Context: an optimization exercise on an open-source flow, tuned for small area, a short achievable clock period and few clock cycles. The choices shown serve that exercise and are no tape-out recipe.
Where RTL was checked, it was by simulation tests only, not by an equivalence proof against the original.

==> 12-22: inputs <==
Design stroke_dab_interpolator_top, start of the top module:
module stroke_dab_interpolator_top
#(
  parameter int MAX_DABS = 16
) (
  input  logic                     clk_i,
  input  logic                     rst_ni,
  input  logic                     psel,
  input  logic                     penable,
  input  logic                     pwrite,
  input  logic [ADDR_W-1:0]        paddr,
  input  logic [DATA_W-1:0]        pwdata,
  output logic [DATA_W-1:0]        prdata,
  output logic                     pready,
  input  logic                     in_valid_i,
  output logic                     in_ready_o,
  input  logic                     has_previous_i,
  input  logic signed [POS_W-1:0]  start_x_i,
  input  logic signed [POS_W-1:0]  start_y_i,
  input  logic [PRS_W-1:0]         start_pressure_i,
  input  logic signed [POS_W-1:0]  end_x_i,
  input  logic signed [POS_W-1:0]  end_y_i,
  input  logic [PRS_W-1:0]         end_pressure_i,
  output logic                     out_valid_o,
  input  logic                     out_ready_i,
  output logic signed [POS_W-1:0]  dab_x_o,
  output logic signed [POS_W-1:0]  dab_y_o,
  output logic [PRS_W-1:0]         dab_pressure_o,
  output logic [SIZE_W-1:0]        dab_radius_o,
  output logic                     last_o
);
clock: 15.0 ns
lec_check: 0
cap_margin: 20
core_margin: 2
core_utilization: 40
slew_margin: 20
standard.sh (not shown) runs the stock make flow with config.mk's settings and CLKGATE_MAP_FILE= SYNTH_SCRIPT=/design/flow/synth_recipe.tcl, a recipe that flattens the netlist after the stock synthesis.
==> flow/flow/run.sh <==
#!/bin/bash
# Standard layout (the standard.sh: the standard synthesis and ORFS flow, unchanged),
# with repair_timing asked for setup slack margin against the design's clock so that the
# resizer keeps working on the critical paths. Make's output goes to standard.log.
set -euo pipefail
bash standard.sh SETUP_SLACK_MARGIN=8.6 TNS_END_PERCENT=100 finish > standard.log 2>&1
==> 10-20 (differences from 12-22) <==
--- a/flow/design.v
+++ b/flow/design.v
@@ -245,23 +245,22 @@
   input  logic                     out_ready_i,
   output logic signed [POS_W-1:0]  dab_x_o,
   output logic signed [POS_W-1:0]  dab_y_o,
   output logic [PRS_W-1:0]         dab_pressure_o,
   output logic [SIZE_W-1:0]        dab_radius_o,
   output logic                     last_o
 );
-  localparam logic [3:0] ST_IDLE = 4'd0;
-  localparam logic [3:0] ST_S1   = 4'd1;
-  localparam logic [3:0] ST_S2   = 4'd2;
-  localparam logic [3:0] ST_S3   = 4'd3;
-  localparam logic [3:0] ST_DONE = 4'd4;
-  localparam logic [3:0] ST_SR   = 4'd5;
-  localparam logic [3:0] ST_SC   = 4'd6;
-  localparam logic [3:0] ST_SW   = 4'd7;
-  localparam logic [3:0] ST_SF   = 4'd8;
+  localparam logic [2:0] ST_IDLE = 3'd0;
+  localparam logic [2:0] ST_S1   = 3'd1;
+  localparam logic [2:0] ST_S2   = 3'd2;
+  localparam logic [2:0] ST_S3   = 3'd3;
+  localparam logic [2:0] ST_DONE = 3'd4;
+  localparam logic [2:0] ST_SR   = 3'd5;
+  localparam logic [2:0] ST_SC   = 3'd6;
+  localparam logic [2:0] ST_SW   = 3'd7;
   localparam logic [1:0] N1  = 2'd0;
   localparam logic [1:0] N8  = 2'd1;
   localparam logic [1:0] N16 = 2'd2;
   logic [SIZE_W-1:0] size;
   logic              wr;
   sdi_cfg u_cfg (
     .clk_i        (clk_i),
@@ -288,15 +287,15 @@
   always_ff @(posedge clk_i) begin
     hp1  <= has_previous_i;
     dx1  <= dx_c;
     dy1  <= dy_c;
     sps1 <= has_previous_i ? sp_sat : ep_sat;
     eps1 <= ep_sat;
   end
-  logic [3:0]       st_q;
+  logic [2:0]       st_q;
   logic [PRS_W:0]   dp_c;
   logic [PRS_W-1:0] minp_c, lmx;
   logic [POS_W:0]   ndx_c, ndy_c;
   logic [POS_W-1:0] ax_c, ay_c;
   logic [18:0]      u_c, v_c;
   logic             big_c;
   logic [12:0]      lu, lv, lm;
@@ -327,35 +326,50 @@
     lm2 <= lm;
     uz2 <= (u_c == '0);
     vz2 <= (v_c == '0);
     dp2 <= dp_c;
     tv2 <= !hp1 || big_c || (u_c == '0 && v_c == '0) || size == '0 || minp_c == '0;
     tn2 <= (!hp1 || (!big_c && u_c == '0 && v_c == '0)) ? N1 : N16;
   end
-  logic signed [14:0] ld, lr, lmax, e;
+  logic signed [14:0] ld, eu, ev;
   logic [12:0]        lad;
-  logic [7:0]         gt, gv;
-  logic signed [16:0] eg;
-  assign ld   = 15'(lu2) - 15'(lv2);
-  assign lr   = 15'(lm2) + 15'(ls_q);
-  assign lmax = ld[14] ? 15'(lv2) : 15'(lu2);
-  assign e    = lmax - lr;
-  assign lad  = ld[14] ? 13'(-ld) : ld[12:0];
+  logic [14:0]        su, cu, sv, cv;
+  logic [15:0]        eu_w, ev_w;
+  logic [7:0]         gt;
+  assign ld  = 15'(lu2) - 15'(lv2);
+  assign lad = ld[14] ? 13'(-ld) : ld[12:0];
+  logic [14:0] xu, xv, xm, xs;
+  assign xu = {2'b00, lu2};
+  assign xv = {2'b00, lv2};
+  assign xm = ~{2'b00, lm2};
+  assign xs = ~{2'b00, ls_q};
+  assign su = xu ^ xm ^ xs;
+  assign sv = xv ^ xm ^ xs;
+  assign cu = {(xu[13:0] & xm[13:0]) | (xu[13:0] & xs[13:0]) | (xm[13:0] & xs[13:0]), 1'b1};
+  assign cv = {(xv[13:0] & xm[13:0]) | (xv[13:0] & xs[13:0]) | (xm[13:0] & xs[13:0]), 1'b1};
+  assign eu_w = {su, 1'b1} + {cu, 1'b1};
+  assign ev_w = {sv, 1'b1} + {cv, 1'b1};
+  assign eu   = eu_w[15:1];
+  assign ev   = ev_w[15:1];
   sdi_gtab u_gt (.i_i(lad[9:4]), .g_o(gt));
-  assign gv = (uz2 || vz2 || (|lad[12:10])) ? 8'd0 : gt;
-  assign eg = {e[14], e, 1'b0} + 17'(gv);
-  logic c16_t, c16_f, c8_t, c8_f;
+  logic signed [14:0] e3;
+  logic [7:0]         g3;
   always_ff @(posedge clk_i) begin
-    c16_t <= (eg >= -17'sd5588);    
-    c16_f <= (eg <= -17'sd5662);    
-    c8_t  <= (eg >= -17'sd6100);    
-    c8_f  <= (eg <= -17'sd6174);    
+    e3 <= ld[14] ? ev : eu;
+    g3 <= (uz2 || vz2 || (|lad[12:10])) ? 8'd0 : gt;
   end
+  logic signed [16:0] eg;
+  logic               c16_t, c16_f, c8_t, c8_f;
   logic               fast_ok;
   logic [1:0]         n_fast;
+  assign eg    = {e3[14], e3, 1'b0} + 17'(g3);
+  assign c16_t = (eg >= -17'sd5588);    
+  assign c16_f = (eg <= -17'sd5662);    
+  assign c8_t  = (eg >= -17'sd6100);    
+  assign c8_f  = (eg <= -17'sd6174);    
   always_comb begin
     fast_ok = 1'b1;
     if (tv2)                n_fast = tn2;
     else if (c16_t)         n_fast = N16;
     else if (c16_f && c8_t) n_fast = N8;
     else if (c8_f)          n_fast = N1;
     else begin
@@ -366,60 +380,58 @@
   logic [1:0]         n_q;
   logic signed [34:0] h_q;
   logic [29:0]        r_q;
   logic [4:0]         j_q;
   logic [1:0]         sub_q;
   logic               sticky_q;
   logic               k_q;       
+  logic [31:0]        a_full, b_full;
   logic               opbit;
   logic [34:0]        opval;
   logic               opsub;
   logic [34:0]        opa, opb, hsum;
   logic [35:0]        hsum_w;
   logic signed [34:0] hsum_s;
   logic signed [34:0] hnext;
   logic               c_exact;
-  logic [34:0]        a_full, b_full;
-  logic [4:0]         jk;
-  assign a_full = k_q ? {{3{dx1[19]}}, dx1[19:0], 12'b0} : {{4{dx1[19]}}, dx1[19:0], 11'b0};
-  assign b_full = k_q ? {{3{dy1[19]}}, dy1[19:0], 12'b0} : {{4{dy1[19]}}, dy1[19:0], 11'b0};
-  assign jk     = j_q - (k_q ? 5'd12 : 5'd11);
+  assign a_full = k_q ? {1'b0, u_c, 12'b0} : {2'b0, u_c, 11'b0};
+  assign b_full = k_q ? {1'b0, v_c, 12'b0} : {2'b0, v_c, 11'b0};
   always_comb begin
     opbit = 1'b0;
     opval = '0;
     opsub = 1'b0;
     if (st_q == ST_SR) begin
       opbit = size[j_q[3:0]];
       opval = 35'(minp_c);
     end else begin
       unique case (sub_q)
         2'd0: begin
           opbit = (j_q < 5'd30) ? r_q[j_q] : 1'b0;
           opval = 35'(r_q);
         end
         2'd1: begin
-          opbit = a_full[j_q] && (jk <= 5'd19);
-          opval = a_full;
-          opsub = (jk != 5'd19);
+          opbit = a_full[j_q];
+          opval = 35'(a_full);
+          opsub = 1'b1;
         end
         default: begin
-          opbit = b_full[j_q] && (jk <= 5'd19);
-          opval = b_full;
-          opsub = (jk != 5'd19);
+          opbit = b_full[j_q];
+          opval = 35'(b_full);
+          opsub = 1'b1;
         end
       endcase
     end
   end
   assign opa     = (st_q == ST_SR) ? {h_q[33:0], 1'b0} : h_q;
   assign opb     = opbit ? (opsub ? ~opval : opval) : (opsub ? '1 : '0);
   assign hsum_w  = {opa, 1'b1} + {opb, opsub};
   assign hsum    = hsum_w[35:1];
   assign hsum_s  = hsum;
   assign hnext   = hsum_s >>> 1;
-  assign c_exact = h_q[34] || ((h_q == '0) && !sticky_q);
+  assign c_exact = hnext[34] || ((hnext == '0) && !(sticky_q || hsum[0]));
   logic [1:0]  n_p1;
   logic [20:0] p1_n;
   assign n_p1 = (st_q == ST_S3) ? n_fast : n_q;
   always_comb begin
     unique case (n_p1)
       N16:     p1_n = {sps1, 4'b1000} + {{3{dp2[PRS_W]}}, dp2};
       N8:      p1_n = {sps1, 4'b1000} + {{2{dp2[PRS_W]}}, dp2, 1'b0};
@@ -432,25 +444,24 @@
   logic [25:0]         dxs_q, dys_q;
   logic [PRS_W-1:0]    ap_q;
   logic [20:0]         pn_q;
   logic [18:0]         dps_q;
   logic [SIZE_W-1:0]   rad_q;
   logic                pnp_q;
   logic                ir0_q, ir1_q;
-  logic                lsel_q;
   logic                done, lsel, accept, take, step;
   logic                p1_av, pn_free;
   logic                n1, n8, n16;
   logic [27:0]         dxs_n, dys_n;
   logic [18:0]         dps_n;
   logic [27:0]         xa, xb, ya, yb, xsum, ysum;
   logic [20:0]         pb, psum;
   logic [SIZE_W-1:0]   rad_n;
   assign done   = (st_q == ST_DONE);
-  assign lsel   = lsel_q;
+  assign lsel   = done && (!ov_q || last_q);
   assign in_ready_o = ir0_q || (ir1_q && out_ready_i);
   assign accept = in_valid_i && in_ready_o;
   assign take   = ov_q && out_ready_i;
   assign step   = take && !last_q;
   assign n1     = (n_q == N1);
   assign n8     = (n_q == N8);
   assign n16    = (n_q == N16);
@@ -493,15 +504,15 @@
   always_ff @(posedge clk_i) begin
     if (accept || (step && !(cnt_q == 4'd1 && p1_av))) begin
       pn_q <= psum;
     end else if (pn_free && p1_av) begin
       pn_q <= p1_n;
     end
   end
-  logic [3:0] st_n;
+  logic [2:0] st_n;
   logic       ov_n, last_n, pnp_n;
   assign ov_n   = accept ? 1'b1 : ((take && last_q) ? 1'b0 : ov_q);
   assign last_n = accept ? n1 : (step ? (cnt_q == 4'd1) : last_q);
   assign pnp_n  = (accept || (st_q != ST_DONE && !(st_q == ST_S3 && fast_ok))) ? 1'b0
                 : ((pn_free && p1_av) ? 1'b1 : pnp_q);
   always_comb begin
     st_n = st_q;
@@ -511,35 +522,32 @@
       unique case (st_q)
         ST_IDLE: st_n = ST_S1;
         ST_S1:   st_n = ST_S2;
         ST_S2:   st_n = ST_S3;
         ST_S3:   st_n = fast_ok ? ST_DONE : ST_SR;
         ST_SR:   if (j_q == 5'd0) st_n = ST_SC;
         ST_SC:   st_n = ST_SW;
-        ST_SW:   if (sub_q == 2'd2 && j_q == 5'd31) st_n = ST_SF;
-        ST_SF:   st_n = ST_DONE;
+        ST_SW:   if (sub_q == 2'd2 && j_q == 5'd31) st_n = ST_DONE;
         default: ;
       endcase
     end
   end
   always_ff @(posedge clk_i or negedge rst_ni) begin
     if (!rst_ni) begin
       st_q  <= ST_IDLE;
       ov_q  <= 1'b0;
       pnp_q <= 1'b0;
       ir0_q <= 1'b0;
       ir1_q <= 1'b0;
-      lsel_q <= 1'b0;
     end else begin
       st_q  <= st_n;
       ov_q  <= ov_n;
       pnp_q <= pnp_n;
       ir0_q <= (st_n == ST_DONE) && pnp_n && !ov_n;
       ir1_q <= (st_n == ST_DONE) && pnp_n && last_n;
-      lsel_q <= (st_n == ST_DONE) && (!ov_n || last_n);
     end
   end
   always_ff @(posedge clk_i) begin
     unique case (st_q)
       ST_S3: begin
         n_q   <= n_fast;
         k_q   <= !c16_t && c16_f;
@@ -559,20 +567,22 @@
       end
       ST_SW: begin
         if (sub_q == 2'd2) begin
           h_q      <= hnext;
           sticky_q <= sticky_q || hsum[0];
           j_q      <= j_q + 5'd1;
           sub_q    <= 2'd0;
+          if (j_q == 5'd31) begin
+            n_q <= k_q ? (c_exact ? N8 : N1) : (c_exact ? N16 : N8);
+          end
         end else begin
           h_q   <= hsum;
           sub_q <= sub_q + 2'd1;
         end
       end
-      ST_SF: n_q <= k_q ? (c_exact ? N8 : N1) : (c_exact ? N16 : N8);
       default: ;
     endcase
   end
   assign out_valid_o    = ov_q;
   assign dab_x_o        = ax_q[27:4];
   assign dab_y_o        = ay_q[27:4];
   assign dab_pressure_o = ap_q;
==> 09-05 (differences from 12-22) <==
--- a/flow/design.v
+++ b/flow/design.v
@@ -245,23 +245,22 @@
   input  logic                     out_ready_i,
   output logic signed [POS_W-1:0]  dab_x_o,
   output logic signed [POS_W-1:0]  dab_y_o,
   output logic [PRS_W-1:0]         dab_pressure_o,
   output logic [SIZE_W-1:0]        dab_radius_o,
   output logic                     last_o
 );
-  localparam logic [3:0] ST_IDLE = 4'd0;
-  localparam logic [3:0] ST_S1   = 4'd1;
-  localparam logic [3:0] ST_S2   = 4'd2;
-  localparam logic [3:0] ST_S3   = 4'd3;
-  localparam logic [3:0] ST_DONE = 4'd4;
-  localparam logic [3:0] ST_SR   = 4'd5;
-  localparam logic [3:0] ST_SC   = 4'd6;
-  localparam logic [3:0] ST_SW   = 4'd7;
-  localparam logic [3:0] ST_SF   = 4'd8;
+  localparam logic [2:0] ST_IDLE = 3'd0;
+  localparam logic [2:0] ST_S1   = 3'd1;
+  localparam logic [2:0] ST_S2   = 3'd2;
+  localparam logic [2:0] ST_S3   = 3'd3;
+  localparam logic [2:0] ST_DONE = 3'd4;
+  localparam logic [2:0] ST_SR   = 3'd5;
+  localparam logic [2:0] ST_SC   = 3'd6;
+  localparam logic [2:0] ST_SW   = 3'd7;
   localparam logic [1:0] N1  = 2'd0;
   localparam logic [1:0] N8  = 2'd1;
   localparam logic [1:0] N16 = 2'd2;
   logic [SIZE_W-1:0] size;
   logic              wr;
   sdi_cfg u_cfg (
     .clk_i        (clk_i),
@@ -288,15 +287,15 @@
   always_ff @(posedge clk_i) begin
     hp1  <= has_previous_i;
     dx1  <= dx_c;
     dy1  <= dy_c;
     sps1 <= has_previous_i ? sp_sat : ep_sat;
     eps1 <= ep_sat;
   end
-  logic [3:0]       st_q;
+  logic [2:0]       st_q;
   logic [PRS_W:0]   dp_c;
   logic [PRS_W-1:0] minp_c, lmx;
   logic [POS_W:0]   ndx_c, ndy_c;
   logic [POS_W-1:0] ax_c, ay_c;
   logic [18:0]      u_c, v_c;
   logic             big_c;
   logic [12:0]      lu, lv, lm;
@@ -327,35 +326,50 @@
     lm2 <= lm;
     uz2 <= (u_c == '0);
     vz2 <= (v_c == '0);
     dp2 <= dp_c;
     tv2 <= !hp1 || big_c || (u_c == '0 && v_c == '0) || size == '0 || minp_c == '0;
     tn2 <= (!hp1 || (!big_c && u_c == '0 && v_c == '0)) ? N1 : N16;
   end
-  logic signed [14:0] ld, lr, lmax, e;
+  logic signed [14:0] ld, eu, ev;
   logic [12:0]        lad;
-  logic [7:0]         gt, gv;
-  logic signed [16:0] eg;
-  assign ld   = 15'(lu2) - 15'(lv2);
-  assign lr   = 15'(lm2) + 15'(ls_q);
-  assign lmax = ld[14] ? 15'(lv2) : 15'(lu2);
-  assign e    = lmax - lr;
-  assign lad  = ld[14] ? 13'(-ld) : ld[12:0];
+  logic [14:0]        su, cu, sv, cv;
+  logic [15:0]        eu_w, ev_w;
+  logic [7:0]         gt;
+  assign ld  = 15'(lu2) - 15'(lv2);
+  assign lad = ld[14] ? 13'(-ld) : ld[12:0];
+  logic [14:0] xu, xv, xm, xs;
+  assign xu = {2'b00, lu2};
+  assign xv = {2'b00, lv2};
+  assign xm = ~{2'b00, lm2};
+  assign xs = ~{2'b00, ls_q};
+  assign su = xu ^ xm ^ xs;
+  assign sv = xv ^ xm ^ xs;
+  assign cu = {(xu[13:0] & xm[13:0]) | (xu[13:0] & xs[13:0]) | (xm[13:0] & xs[13:0]), 1'b1};
+  assign cv = {(xv[13:0] & xm[13:0]) | (xv[13:0] & xs[13:0]) | (xm[13:0] & xs[13:0]), 1'b1};
+  assign eu_w = {su, 1'b1} + {cu, 1'b1};
+  assign ev_w = {sv, 1'b1} + {cv, 1'b1};
+  assign eu   = eu_w[15:1];
+  assign ev   = ev_w[15:1];
   sdi_gtab u_gt (.i_i(lad[9:4]), .g_o(gt));
-  assign gv = (uz2 || vz2 || (|lad[12:10])) ? 8'd0 : gt;
-  assign eg = {e[14], e, 1'b0} + 17'(gv);
-  logic c16_t, c16_f, c8_t, c8_f;
+  logic signed [14:0] e3;
+  logic [7:0]         g3;
   always_ff @(posedge clk_i) begin
-    c16_t <= (eg >= -17'sd5588);    
-    c16_f <= (eg <= -17'sd5662);    
-    c8_t  <= (eg >= -17'sd6100);    
-    c8_f  <= (eg <= -17'sd6174);    
+    e3 <= ld[14] ? ev : eu;
+    g3 <= (uz2 || vz2 || (|lad[12:10])) ? 8'd0 : gt;
   end
+  logic signed [16:0] eg;
+  logic               c16_t, c16_f, c8_t, c8_f;
   logic               fast_ok;
   logic [1:0]         n_fast;
+  assign eg    = {e3[14], e3, 1'b0} + 17'(g3);
+  assign c16_t = (eg >= -17'sd5588);    
+  assign c16_f = (eg <= -17'sd5662);    
+  assign c8_t  = (eg >= -17'sd6100);    
+  assign c8_f  = (eg <= -17'sd6174);    
   always_comb begin
     fast_ok = 1'b1;
     if (tv2)                n_fast = tn2;
     else if (c16_t)         n_fast = N16;
     else if (c16_f && c8_t) n_fast = N8;
     else if (c8_f)          n_fast = N1;
     else begin
@@ -366,60 +380,58 @@
   logic [1:0]         n_q;
   logic signed [34:0] h_q;
   logic [29:0]        r_q;
   logic [4:0]         j_q;
   logic [1:0]         sub_q;
   logic               sticky_q;
   logic               k_q;       
+  logic [31:0]        a_full, b_full;
   logic               opbit;
   logic [34:0]        opval;
   logic               opsub;
   logic [34:0]        opa, opb, hsum;
   logic [35:0]        hsum_w;
   logic signed [34:0] hsum_s;
   logic signed [34:0] hnext;
   logic               c_exact;
-  logic [34:0]        a_full, b_full;
-  logic [4:0]         jk;
-  assign a_full = k_q ? {{3{dx1[19]}}, dx1[19:0], 12'b0} : {{4{dx1[19]}}, dx1[19:0], 11'b0};
-  assign b_full = k_q ? {{3{dy1[19]}}, dy1[19:0], 12'b0} : {{4{dy1[19]}}, dy1[19:0], 11'b0};
-  assign jk     = j_q - (k_q ? 5'd12 : 5'd11);
+  assign a_full = k_q ? {1'b0, u_c, 12'b0} : {2'b0, u_c, 11'b0};
+  assign b_full = k_q ? {1'b0, v_c, 12'b0} : {2'b0, v_c, 11'b0};
   always_comb begin
     opbit = 1'b0;
     opval = '0;
     opsub = 1'b0;
     if (st_q == ST_SR) begin
       opbit = size[j_q[3:0]];
       opval = 35'(minp_c);
     end else begin
       unique case (sub_q)
         2'd0: begin
           opbit = (j_q < 5'd30) ? r_q[j_q] : 1'b0;
           opval = 35'(r_q);
         end
         2'd1: begin
-          opbit = a_full[j_q] && (jk <= 5'd19);
-          opval = a_full;
-          opsub = (jk != 5'd19);
+          opbit = a_full[j_q];
+          opval = 35'(a_full);
+          opsub = 1'b1;
         end
         default: begin
-          opbit = b_full[j_q] && (jk <= 5'd19);
-          opval = b_full;
-          opsub = (jk != 5'd19);
+          opbit = b_full[j_q];
+          opval = 35'(b_full);
+          opsub = 1'b1;
         end
       endcase
     end
   end
   assign opa     = (st_q == ST_SR) ? {h_q[33:0], 1'b0} : h_q;
   assign opb     = opbit ? (opsub ? ~opval : opval) : (opsub ? '1 : '0);
   assign hsum_w  = {opa, 1'b1} + {opb, opsub};
   assign hsum    = hsum_w[35:1];
   assign hsum_s  = hsum;
   assign hnext   = hsum_s >>> 1;
-  assign c_exact = h_q[34] || ((h_q == '0) && !sticky_q);
+  assign c_exact = hnext[34] || ((hnext == '0) && !(sticky_q || hsum[0]));
   logic [1:0]  n_p1;
   logic [20:0] p1_n;
   assign n_p1 = (st_q == ST_S3) ? n_fast : n_q;
   always_comb begin
     unique case (n_p1)
       N16:     p1_n = {sps1, 4'b1000} + {{3{dp2[PRS_W]}}, dp2};
       N8:      p1_n = {sps1, 4'b1000} + {{2{dp2[PRS_W]}}, dp2, 1'b0};
@@ -432,25 +444,24 @@
   logic [25:0]         dxs_q, dys_q;
   logic [PRS_W-1:0]    ap_q;
   logic [20:0]         pn_q;
   logic [18:0]         dps_q;
   logic [SIZE_W-1:0]   rad_q;
   logic                pnp_q;
   logic                ir0_q, ir1_q;
-  logic                lsel_q;
   logic                done, lsel, accept, take, step;
   logic                p1_av, pn_free;
   logic                n1, n8, n16;
   logic [27:0]         dxs_n, dys_n;
   logic [18:0]         dps_n;
   logic [27:0]         xa, xb, ya, yb, xsum, ysum;
   logic [20:0]         pb, psum;
   logic [SIZE_W-1:0]   rad_n;
   assign done   = (st_q == ST_DONE);
-  assign lsel   = lsel_q;
+  assign lsel   = done && (!ov_q || last_q);
   assign in_ready_o = ir0_q || (ir1_q && out_ready_i);
   assign accept = in_valid_i && in_ready_o;
   assign take   = ov_q && out_ready_i;
   assign step   = take && !last_q;
   assign n1     = (n_q == N1);
   assign n8     = (n_q == N8);
   assign n16    = (n_q == N16);
@@ -493,15 +504,15 @@
   always_ff @(posedge clk_i) begin
     if (accept || (step && !(cnt_q == 4'd1 && p1_av))) begin
       pn_q <= psum;
     end else if (pn_free && p1_av) begin
       pn_q <= p1_n;
     end
   end
-  logic [3:0] st_n;
+  logic [2:0] st_n;
   logic       ov_n, last_n, pnp_n;
   assign ov_n   = accept ? 1'b1 : ((take && last_q) ? 1'b0 : ov_q);
   assign last_n = accept ? n1 : (step ? (cnt_q == 4'd1) : last_q);
   assign pnp_n  = (accept || (st_q != ST_DONE && !(st_q == ST_S3 && fast_ok))) ? 1'b0
                 : ((pn_free && p1_av) ? 1'b1 : pnp_q);
   always_comb begin
     st_n = st_q;
@@ -511,35 +522,32 @@
       unique case (st_q)
         ST_IDLE: st_n = ST_S1;
         ST_S1:   st_n = ST_S2;
         ST_S2:   st_n = ST_S3;
         ST_S3:   st_n = fast_ok ? ST_DONE : ST_SR;
         ST_SR:   if (j_q == 5'd0) st_n = ST_SC;
         ST_SC:   st_n = ST_SW;
-        ST_SW:   if (sub_q == 2'd2 && j_q == 5'd31) st_n = ST_SF;
-        ST_SF:   st_n = ST_DONE;
+        ST_SW:   if (sub_q == 2'd2 && j_q == 5'd31) st_n = ST_DONE;
         default: ;
       endcase
     end
   end
   always_ff @(posedge clk_i or negedge rst_ni) begin
     if (!rst_ni) begin
       st_q  <= ST_IDLE;
       ov_q  <= 1'b0;
       pnp_q <= 1'b0;
       ir0_q <= 1'b0;
       ir1_q <= 1'b0;
-      lsel_q <= 1'b0;
     end else begin
       st_q  <= st_n;
       ov_q  <= ov_n;
       pnp_q <= pnp_n;
       ir0_q <= (st_n == ST_DONE) && pnp_n && !ov_n;
       ir1_q <= (st_n == ST_DONE) && pnp_n && last_n;
-      lsel_q <= (st_n == ST_DONE) && (!ov_n || last_n);
     end
   end
   always_ff @(posedge clk_i) begin
     unique case (st_q)
       ST_S3: begin
         n_q   <= n_fast;
         k_q   <= !c16_t && c16_f;
@@ -559,20 +567,22 @@
       end
       ST_SW: begin
         if (sub_q == 2'd2) begin
           h_q      <= hnext;
           sticky_q <= sticky_q || hsum[0];
           j_q      <= j_q + 5'd1;
           sub_q    <= 2'd0;
+          if (j_q == 5'd31) begin
+            n_q <= k_q ? (c_exact ? N8 : N1) : (c_exact ? N16 : N8);
+          end
         end else begin
           h_q   <= hsum;
           sub_q <= sub_q + 2'd1;
         end
       end
-      ST_SF: n_q <= k_q ? (c_exact ? N8 : N1) : (c_exact ? N16 : N8);
       default: ;
     endcase
   end
   assign out_valid_o    = ov_q;
   assign dab_x_o        = ax_q[27:4];
   assign dab_y_o        = ay_q[27:4];
   assign dab_pressure_o = ap_q;
==> flow/run.sh (new file) <==
#!/bin/bash
# synth_recipe.tcl (not shown) runs the flow's synth.tcl, then flattens the netlist and writes it again
# the make line also repeats each setting of config.mk as NAME=value (left out here)
make -C /OpenROAD-flow-scripts/flow DESIGN_CONFIG=/design/flow/config.mk WORK_HOME=/design/flow/orfs CLKGATE_MAP_FILE= SYNTH_SCRIPT=/design/flow/synth_recipe.tcl finish
removed: flow/flow/run.sh
removed: flow/standard.sh
==> qor summary <==
                                                                                12-22       10-20       09-05
M1 GR Usage                                                                     31.5%       30.6%       30.3%
Post-synthesis share of cell area spent on xor and xnor gates                   5.15%       5.17%       5.17%
Fraction of synthesis flops using an asynchronous set or reset pin              5.16%       4.54%       4.54%
Number of non-clock inverters in the layout                                       459         457         456
Layout cell share with drive strength beyond 1                                  17.4%       14.7%       6.15%
Run status                                           no timing/DRC/antenna violations  no timing/DRC/antenna violations  no timing/DRC/antenna violations
Count of placed standard cells in the final layout, fillers left out            6,986       7,208       6,962
RSZ-0062 raised after global routing                                             true        true       false
Multi-In Gates                                                                  3,959       4,113       4,113
Sequential cell area                                                       11,800 µm²  12,200 µm²  12,100 µm²
Util after Layout                                                               48.0%       48.8%       45.4%
Aggregate routed wire length                                               136,000 µm  141,000 µm  135,000 µm
Synth top area share                                                            17.8%       17.9%       17.9%
Max Fclk                                                                    0.156 GHz   0.137 GHz   0.110 GHz
TritonCTS Buffers                                                                  55          57          59
Global router's overall resource usage                                          22.3%       23.6%       22.6%
Worst reg2reg path startpoint                                         u_cfg.size_q[7]      dy1[5]      dx1[0]
Portion of the post-synthesis area used by sequential elements                  25.6%       26.6%       26.6%
Compound-Gate Fraction of Synth Area                                            17.8%       18.5%       18.5%
Fraction of the mapped netlist area in adder cells                              19.7%       20.7%       20.7%
Area of combinational cells with multiple inputs                           32,500 µm²  32,100 µm²  30,400 µm²
Buffer and inverter count on the worst path                                         3           1           2
Launch point of the critical path                                         out_ready_i      dy1[5]      dx1[0]
Final worst slack                                                             8580 ps     7690 ps     5940 ps
Share of final layout cell area taken by clock buffers and inverters            3.60%       3.79%       4.09%
Testbench counts of 12-22, summed over its fixed seeds: cycles 5,173.
Only the layout flow was run in 10-20 and 09-05; the RTL was not checked for function there.

## port drivers added, routing unchanged
No port has a modelled driver above. Below, the same layouts with a new extraction and two added sets of constraints. Step 1 sets driving cells, clkbuf_16 on the clock port and buf_2 on the other inputs (assumed; they add their load-dependent delay and slew). Step 2, shift: input delay + t, output delay - t, t = (earliest + latest rising clock arrival at the registers) / 2. This alone moves slack from input paths to output paths. Slacks: ideal ports / drivers / drivers and shift; pairs: ideal ports / drivers.
run	shift t [ns]	setup slack, ns	hold slack, ns	worst setup path after step 2	worst slew at a driven data input, ns
12-22	0.706	8.579 / 8.537 / 8.121	0.507 / 0.507 / 0.507	input to register	0.11
10-20	0.734	7.688 / 7.688 / 7.688	0.473 / 0.473 / 0.473	register to register	0.18
09-05	0.741	5.944 / 5.944 / 5.944	0.469 / 0.469 / 0.469	register to register	0.19
After both steps every run listed still meets setup and hold. The setup slack of 12-22, which loses most, moves by -0.042 ns with the drivers and by -0.458 ns with both steps.
